Context: an optimization exercise on an open-source flow, tuned for small area, a short achievable clock period and few clock cycles per item. The choices shown serve that exercise and are no tape-out recipe. Function not checked in this run: the RTL went through the layout flow alone.

[config.mk]
export PLATFORM = sky130hd
export DESIGN_NAME = playfair_digraph_encryptor
export DESIGN_NICKNAME = playfair_digraph_encryptor
export VERILOG_FILES = /design/flow/design.v
export SDC_FILE = /design/flow/constraint.sdc
export NUM_CORES = 4
export LEC_CHECK = 0
export CAP_MARGIN = 20
export CORE_MARGIN = 2
export CORE_UTILIZATION = 40
export SLEW_MARGIN = 20
[constraint.sdc]
create_clock -name core_clock -period 11.0 [get_ports {clk_i}]
set_input_delay 2.2000 -clock core_clock [delete_from_list [all_inputs] [get_ports {clk_i}]]
set_output_delay 2.2000 -clock core_clock [all_outputs]
set_load 0.01 [all_outputs]
[design.v]
`timescale 1ns / 1ps
package pfe_pkg;
  localparam int unsigned LETTER_W = 5;
  localparam int unsigned NUM_ROWS = 5;
  localparam int unsigned NUM_COLS = 5;
  typedef logic [LETTER_W-1:0] letter_t;
  typedef logic [2:0]          idx_t;
  typedef logic [NUM_COLS*LETTER_W-1:0]          row_t;
  typedef logic [NUM_ROWS*NUM_COLS*LETTER_W-1:0] rows_t;
  localparam letter_t LETTER_X = 5'd23;
  localparam letter_t LETTER_J = 5'd9;
  localparam letter_t LETTER_I = 5'd8;
  localparam rows_t ROWS_RESET = {
    25'd27025109,
    25'd21613104,
    25'd16201099,
    25'd10755269,
    25'd4294688
  };
  typedef enum logic [2:0] {
    REG_ROW_0 = 3'd0,
    REG_ROW_1 = 3'd1,
    REG_ROW_2 = 3'd2,
    REG_ROW_3 = 3'd3,
    REG_ROW_4 = 3'd4
  } reg_idx_e;
  typedef struct packed {
    letter_t e1;
    letter_t e2;
    logic    quad;
  } result_t;
  function automatic letter_t sq_at(rows_t rows, idx_t r, idx_t c);
    sq_at = rows[25*r + 5*c +: 5];
  endfunction
  function automatic idx_t inc_wrap(idx_t i);
    inc_wrap = (i == 3'd4) ? 3'd0 : i + 3'd1;
  endfunction
endpackage
`timescale 1ns / 1ps
module pfe_cfg_regs (
  input  logic        clk_i,
  input  logic        rst_ni,
  input  logic        psel,
  input  logic        penable,
  input  logic        pwrite,
  input  logic [4:0]  paddr,
  input  logic [31:0] pwdata,
  output logic [31:0] prdata,
  output logic        pready,
  output pfe_pkg::rows_t       rows_o
);
  pfe_pkg::rows_t    rows_q, rows_d;
  logic [2:0] idx;
  logic     wr_en;
  assign idx    = paddr[4:2];
  assign wr_en  = psel & penable & pwrite;
  assign pready = 1'b1;
  always_comb begin
    rows_d = rows_q;
    if (wr_en) begin
      case (idx)
        pfe_pkg::REG_ROW_0: rows_d[0 +: 25] = pwdata[24:0];
        pfe_pkg::REG_ROW_1: rows_d[25 +: 25] = pwdata[24:0];
        pfe_pkg::REG_ROW_2: rows_d[50 +: 25] = pwdata[24:0];
        pfe_pkg::REG_ROW_3: rows_d[75 +: 25] = pwdata[24:0];
        pfe_pkg::REG_ROW_4: rows_d[100 +: 25] = pwdata[24:0];
        default: ;
      endcase
    end
  end
  always_comb begin
    case (idx)
      pfe_pkg::REG_ROW_0: prdata = {7'd0, rows_q[0 +: 25]};
      pfe_pkg::REG_ROW_1: prdata = {7'd0, rows_q[25 +: 25]};
      pfe_pkg::REG_ROW_2: prdata = {7'd0, rows_q[50 +: 25]};
      pfe_pkg::REG_ROW_3: prdata = {7'd0, rows_q[75 +: 25]};
      pfe_pkg::REG_ROW_4: prdata = {7'd0, rows_q[100 +: 25]};
      default:   prdata = '0;
    endcase
  end
  always_ff @(posedge clk_i or negedge rst_ni) begin
    if (!rst_ni) begin
      rows_q <= pfe_pkg::ROWS_RESET;
    end else begin
      rows_q <= rows_d;
    end
  end
  assign rows_o = rows_q;
endmodule
`timescale 1ns / 1ps
module pfe_pair_cipher (
  input  pfe_pkg::rows_t   rows_i,
  input  pfe_pkg::letter_t a_i,
  input  pfe_pkg::letter_t b_i,
  output pfe_pkg::letter_t e1_o,
  output pfe_pkg::letter_t e2_o
);
  typedef struct packed {
    pfe_pkg::idx_t row;
    pfe_pkg::idx_t col;
  } pos_t;
  function automatic pos_t locate(pfe_pkg::rows_t rows, pfe_pkg::letter_t v);
    pos_t p;
    p = '0;
    for (int r = 0; r < pfe_pkg::NUM_ROWS; r++) begin
      for (int c = 0; c < pfe_pkg::NUM_COLS; c++) begin
        if (rows[25*r + 5*c +: 5] == v) begin
          p.row = r[2:0];
          p.col = c[2:0];
        end
      end
    end
    locate = p;
  endfunction
  pos_t p1, p2;
  assign p1 = locate(rows_i, a_i);
  assign p2 = locate(rows_i, b_i);
  always_comb begin
    if (p1.row == p2.row) begin
      e1_o = pfe_pkg::sq_at(rows_i, p1.row, pfe_pkg::inc_wrap(p1.col));
      e2_o = pfe_pkg::sq_at(rows_i, p2.row, pfe_pkg::inc_wrap(p2.col));
    end else if (p1.col == p2.col) begin
      e1_o = pfe_pkg::sq_at(rows_i, pfe_pkg::inc_wrap(p1.row), p1.col);
      e2_o = pfe_pkg::sq_at(rows_i, pfe_pkg::inc_wrap(p2.row), p2.col);
    end else begin
      e1_o = pfe_pkg::sq_at(rows_i, p1.row, p2.col);
      e2_o = pfe_pkg::sq_at(rows_i, p2.row, p1.col);
    end
  end
endmodule
`timescale 1ns / 1ps
module pfe_out_buf (
  input  logic       clk_i,
  input  logic       rst_ni,
  input  logic       load_i,
  input  pfe_pkg::result_t    res_i,
  output logic       free_o,
  output logic       m_axis_tvalid,
  input  logic       m_axis_tready,
  output logic [7:0] m_axis_tdata,    
  output logic       m_axis_tlast     
);
  pfe_pkg::result_t    res_q;
  logic [2:0] rem_q, rem_d;
  assign m_axis_tvalid = (rem_q != 3'd0);
  assign m_axis_tlast  = (rem_q == 3'd1);
  assign m_axis_tdata  = {3'd0, rem_q[0] ? res_q.e2 : res_q.e1};
  assign free_o        = (rem_q == 3'd0) || ((rem_q == 3'd1) && m_axis_tready);
  always_comb begin
    rem_d = rem_q;
    if (m_axis_tvalid && m_axis_tready) begin
      rem_d = rem_q - 3'd1;
    end
    if (load_i) begin
      rem_d = res_i.quad ? 3'd4 : 3'd2;
    end
  end
  always_ff @(posedge clk_i or negedge rst_ni) begin
    if (!rst_ni) begin
      rem_q <= '0;
    end else begin
      rem_q <= rem_d;
    end
  end
  always_ff @(posedge clk_i) begin
    if (load_i) begin
      res_q <= res_i;
    end
  end
endmodule
`timescale 1ns / 1ps
module playfair_digraph_encryptor (
  input  logic        clk_i,
  input  logic        rst_ni,
  input  logic        psel,
  input  logic        penable,
  input  logic        pwrite,
  input  logic [4:0]  paddr,
  input  logic [31:0] pwdata,
  output logic [31:0] prdata,
  output logic        pready,
  input  logic        s_axis_tvalid,
  output logic        s_axis_tready,
  input  logic [7:0]  s_axis_tdata,    
  input  logic        s_axis_tlast,    
  output logic        m_axis_tvalid,
  input  logic        m_axis_tready,
  output logic [7:0]  m_axis_tdata,    
  output logic        m_axis_tlast     
);
  pfe_pkg::rows_t   rows;
  logic    in_v_q, in_v_d;
  pfe_pkg::letter_t in_letter_q;
  logic    in_last_q;
  logic    held_v_q, held_v_d;
  pfe_pkg::letter_t held_q, held_d;
  logic    buf_free, adv, s_accept, emit, load;
  pfe_pkg::letter_t a, pa, pb;
  pfe_pkg::letter_t res_e1, res_e2;
  logic    res_quad;
  pfe_pkg::result_t res;
  pfe_cfg_regs u_regs (
    .clk_i   (clk_i),
    .rst_ni  (rst_ni),
    .psel    (psel),
    .penable (penable),
    .pwrite  (pwrite),
    .paddr   (paddr),
    .pwdata  (pwdata),
    .prdata  (prdata),
    .pready  (pready),
    .rows_o  (rows)
  );
  assign adv           = in_v_q & buf_free;
  assign s_axis_tready = ~in_v_q | buf_free;
  assign s_accept      = s_axis_tvalid & s_axis_tready;
  always_comb begin
    in_v_d = in_v_q;
    if (s_accept) begin
      in_v_d = 1'b1;
    end else if (adv) begin
      in_v_d = 1'b0;
    end
  end
  always_ff @(posedge clk_i or negedge rst_ni) begin
    if (!rst_ni) begin
      in_v_q   <= 1'b0;
      held_v_q <= 1'b0;
      held_q   <= '0;
    end else begin
      in_v_q   <= in_v_d;
      held_v_q <= held_v_d;
      held_q   <= held_d;
    end
  end
  always_ff @(posedge clk_i) begin
    if (s_accept) begin
      in_letter_q <= s_axis_tdata[4:0];
      in_last_q   <= s_axis_tlast;
    end
  end
  assign a = (in_letter_q == pfe_pkg::LETTER_J) ? pfe_pkg::LETTER_I : in_letter_q;
  always_comb begin
    pa       = a;
    pb       = pfe_pkg::LETTER_X;
    emit     = 1'b0;
    res_quad = 1'b0;
    held_v_d = held_v_q;
    held_d   = held_q;
    if (adv) begin
      if (!held_v_q) begin
        if (in_last_q) begin
          emit = 1'b1;
        end else begin
          held_v_d = 1'b1;
          held_d   = a;
        end
      end else if (held_q != a) begin
        pa       = held_q;
        pb       = a;
        emit     = 1'b1;
        held_v_d = 1'b0;
        held_d   = '0;
      end else begin
        emit = 1'b1;
        if (in_last_q) begin
          res_quad = 1'b1;
          held_v_d = 1'b0;
          held_d   = '0;
        end
      end
    end
  end
  pfe_pair_cipher u_cipher (
    .rows_i (rows),
    .a_i    (pa),
    .b_i    (pb),
    .e1_o   (res_e1),
    .e2_o   (res_e2)
  );
  assign res  = {res_e1, res_e2, res_quad};
  assign load = adv & emit;
  pfe_out_buf u_out (
    .clk_i         (clk_i),
    .rst_ni        (rst_ni),
    .load_i        (load),
    .res_i         (res),
    .free_o        (buf_free),
    .m_axis_tvalid (m_axis_tvalid),
    .m_axis_tready (m_axis_tready),
    .m_axis_tdata  (m_axis_tdata),
    .m_axis_tlast  (m_axis_tlast)
  );
endmodule
[run.sh]
#!/bin/bash
# synth_recipe.tcl (not shown) runs the flow's synth.tcl, then flattens the netlist and writes it again
# the make line also repeats each setting of config.mk as NAME=value (left out here)
make -C /OpenROAD-flow-scripts/flow DESIGN_CONFIG=/design/flow/config.mk WORK_HOME=/design/flow/orfs CLKGATE_MAP_FILE= SYNTH_SCRIPT=/design/flow/synth_recipe.tcl finish
==> reports/results.tsv <==
stage	metric	value	unit
synthesis	synthArstFlopShare	89.4	%
setup_path	start_kind	primary input	
worst_hold_path	whs_path_depth	2	
synthesis	avgSynthCellArea	8.08	µm²
setup_path	crit_arrival	10.82	ns
worst_hold_path	holdCritStartpoint	u_out.rem_q[1]	
layout	nets	2998	
synthesis	synth_top_area_share	13.2	%
worst_hold_path	hold_path.class	flop to flop	
timing	max_freq	0.0945	GHz
synthesis	postSynthCellCount	2850	
place	place_hpwl	98100	µm
synthesis	yosys.area.top_type	mux2i_1	
global_routing	grt_max_degree	78	
global_routing	grt_overflow_total	0	
routing	wl_per_cell	37.9	µm
setup_path	endpoint_kind	flop	
synthesis	netlist_area	23000	µm²
die	initial_core_util	40.6	%
place	portBuffers	73	
synthesis	synth_ff_type	dfrtp_1	
synthesis	synthTopCellsByArea	mux2i_1 (13%), dfrtp_1 (8.7%), mux2_2 (7.3%)	
synthesis	yosys_warnings	4	
routing	drt_iter0_drc	3639	
setup_path	critical-path-slowest-cell	nor4_2	
synthesis	ys_seq_area_share	17.0	%
die	core	56700	µm²
timing	drv_slew	0	
run_status	status	timing/DRC/antenna clean	
clock_tree	cts.reportedPaths.clkPinSlew	0.09	ns
layout	drive_gt1_share	18.9	%
die	ios	97	
timing	max-slew-margin-rel	22.1	%
clock_tree	hold_buffers	0	
timing	clock_skew	0.0516	ns
clock_tree	cts.sinks	151	
routing	viasPerCell	7.09	
setup_path	required	11.24	ns
synthesis	ys_ff_latch	151	
routing	drc_errors	0	
die	die_w	244	µm
die	row_count	87	
global_routing	grt_pass1_wl	189000	µm
setup_path	r2r_setup_slack	1.44	ns
clock_tree	root_buffer	clkbuf_16	
setup_path	r2r_end	u_out.res_q[6]	
global_routing	grt_util_all_layers	44.9	%
routing	dr.pass1.iters	9	
timing	rsz0062_at_grt	false	
routing	num_vias	25800	
timing	tns	0	ns
timing	finalHoldViolations	0	
clock_tree	post-cts-setup-buffers	0	
setup_path	critPathMaxFanout	22	
worst_hold_path	min_to	u_out.rem_q[1]	
global_routing	grt_pass1_vias	24000	
flow_run	drv_cap	0	
layout	syn_to_final_growth	12.2	%
synthesis	synth-edff-count	16	
clock_tree	cts_resized	0	
clock_tree	htree_num_levels	4	
clock_tree	clock_path_buffers	2	
clock_tree	cts_buffers	17	
clock_tree	clkLatencyLatePin	0.52	ns
timing	worst_pin_slew	1.17	ns
setup_path	reg2reg_depth	29	
global_routing	antenna_found_initial	4	
setup_path	crit_type	primary input to flop	
die	die_area	59500	µm²
place	gp_congestion	1.04	
routing	wirelength	138000	µm
clock_tree	cts_tree	done	
timing	fin_crit	10.58	ns
layout	fin_util	45.6	%
timing	finalHoldWorstSlack	0.486	ns
die	die_y	244	µm
setup_path	crit_top_cell	buf_4	
setup_path	cpPeakStageDelay	0.79	ns
routing	drtAntennaViolNets	0	
timing	fin_crit_sh	96.2	%
setup_path	rr_startpoint	u_out.rem_q[0]	
synthesis	yosysUniqueCellTypes	110	
timing	setup_viol	0	
-- sequential cells by signal, indices dropped and copies added, names as in the netlist --
signal / cells
in_letter_q: 5
u_out.rem_q: 3
in_last_q: 1
held_v_q: 1
u_regs.rows_q: 125
u_out.res_q: 10
in_v_q: 1
held_q: 5
-- placed cells by master, fill, tap and decap left out, types with 55 or more instances in the layout --
master	Yosys	layout
clkdlybuf4s50_1	0	71
xnor2_1	137	137
dfstp_2	55	55
a21oi_1	188	186
inv_1	60	60
ha_1	75	75
nand2_1	266	264
xor2_1	114	114
nand3_1	94	94
nor2_1	134	130
buf_4	37	213
nor3_1	64	62
mux2_2	149	149
o21ai_0	121	120
dfrtp_1	80	80
mux2i_1	305	305
-- metrics by stage --
step                instance area, µm²  instances  worst slack [ns]
floorplan                        23100       2859              2.60
global placement                 25200       3600             0.362
detailed placement               25200       3601             0.289
CTS                              25800       3633             0.773
global route                     25800       3633            0.0901
finish                           25800       3636             0.418
-- routing by layer --
| metal | routed length (µm) | share of wire (%) | GRT usage, % | up-vias |
|---|---|---|---|---|
| li1 | - | - | - | 10500 |
| met1 | 53600 | 39 | 57.8 | 12600 |
| met2 | 54500 | 40 | 62.3 | 2058 |
| met3 | 17900 | 13 | 15.8 | 519 |
| met4 | 11800 | 8.5 | 31.0 | 2 |
| met5 | 12 | 0.0087 | 0 | - |
-- worst max-delay path: cells and delay by family --
kind | cells | cell delay (ns)
compound gates | 9 | 3.03
simple gates | 6 | 1.82
buf+inv | 6 | 1.65
mux | 3 | 1.04
fa+ha+maj | 3 | 0.85
xor+xnor | 2 | 0.20
-- Yosys cell counts (14+ instances only) --
| cell type | instances |
|---|---|
| dfrtp_1 | 80 |
| o21ai_0 | 121 |
| buf_2 | 76 |
| nand3_1 | 94 |
| o22ai_1 | 44 |
| o221ai_1 | 34 |
| mux2i_1 | 305 |
| a22oi_1 | 18 |
| nand2b_1 | 20 |
| xor2_1 | 114 |
| nor2b_1 | 22 |
| a2111oi_0 | 14 |
| o211ai_1 | 28 |
| nand2_1 | 266 |
| inv_1 | 60 |
| clkbuf_1 | 169 |
| o21bai_1 | 17 |
| nor3_1 | 64 |
| nor4_1 | 23 |
| o2111ai_1 | 15 |
| buf_4 | 37 |
| a211o_1 | 14 |
| a211oi_1 | 47 |
| a21oi_1 | 188 |
| xnor2_1 | 137 |
| a31oi_1 | 29 |
| edfxtp_1 | 16 |
| mux4_2 | 15 |
| a21o_1 | 23 |
| nand4_1 | 26 |
| nor2_1 | 134 |
| a221o_1 | 20 |
| dfstp_2 | 55 |
| mux2_2 | 149 |
| ha_1 | 75 |
| buf_1 | 22 |
-- worst max path at each step --
stage | from | end | cells past startpoint
2_1_floorplan | m_axis_tready | u_out.res_q[9] | 29
3_3_place_gp | m_axis_tready | u_out.res_q[10] | 31
3_5_place_dp | m_axis_tready | u_out.res_q[6] | 29
4_1_cts | m_axis_tready | u_out.res_q[6] | 29
5_1_grt | m_axis_tready | u_out.res_q[6] | 31
6_report | m_axis_tready | u_out.res_q[6] | 29
-- final cells by class --
type,instances,area [µm²]
fill,5626,30900
sequential,151,3930
clock buffer,17,425
antenna,3,7.51
tap,756,946
clock inverter,15,199
inverter,67,251
multi-input combinational,2326,17500
timing repair buffer,301,2610
-- logic make-up (layout without fill, tap and decap cells) --
group	after synthesis	in the layout	synth area share (%)
AND/OR/NAND/NOR	749	749	15.8
AO/OA/AOI/OAI	759	759	23.0
adder cells (fa/ha/maj)	81	81	4.59
multiplexers	474	474	22.3
XOR/XNOR	252	252	9.61
flip-flops	151	151	17.0
buffers and inverters	382	400	7.60
other	2	14	0.0326

afterwards: timing with drivers on the ports:
No port has a modelled driver above. Below, the same layout with a new extraction and two added sets of constraints.
Step 1: set_driving_cell puts a clkbuf_16 on clk_i and a buf_2 on each other input, an assumption about the parent block.
Step 2 times the ports against the registers' clock, not the clock port: input delays grow and output delays shrink by t, the midpoint of the rising clock arrivals with the driver on.
a / b / c = ideal / step 1 / step 2; a / b = the first two.
t (ns): 0.548
setup slack, ns: 0.418 / 0.438 / -0.110
hold WS [ns]: 0.486 / 0.486 / 0.486
slew at the worst register clock pin (ns): 0.12 / 0.12
worst slew at a driven data input, ns: 0.05
With both steps, setup timing fails in this run, where it was met with ideal ports. For this run, drivers alone change the setup slack by +0.020 ns; drivers and shift together by -0.528 ns.
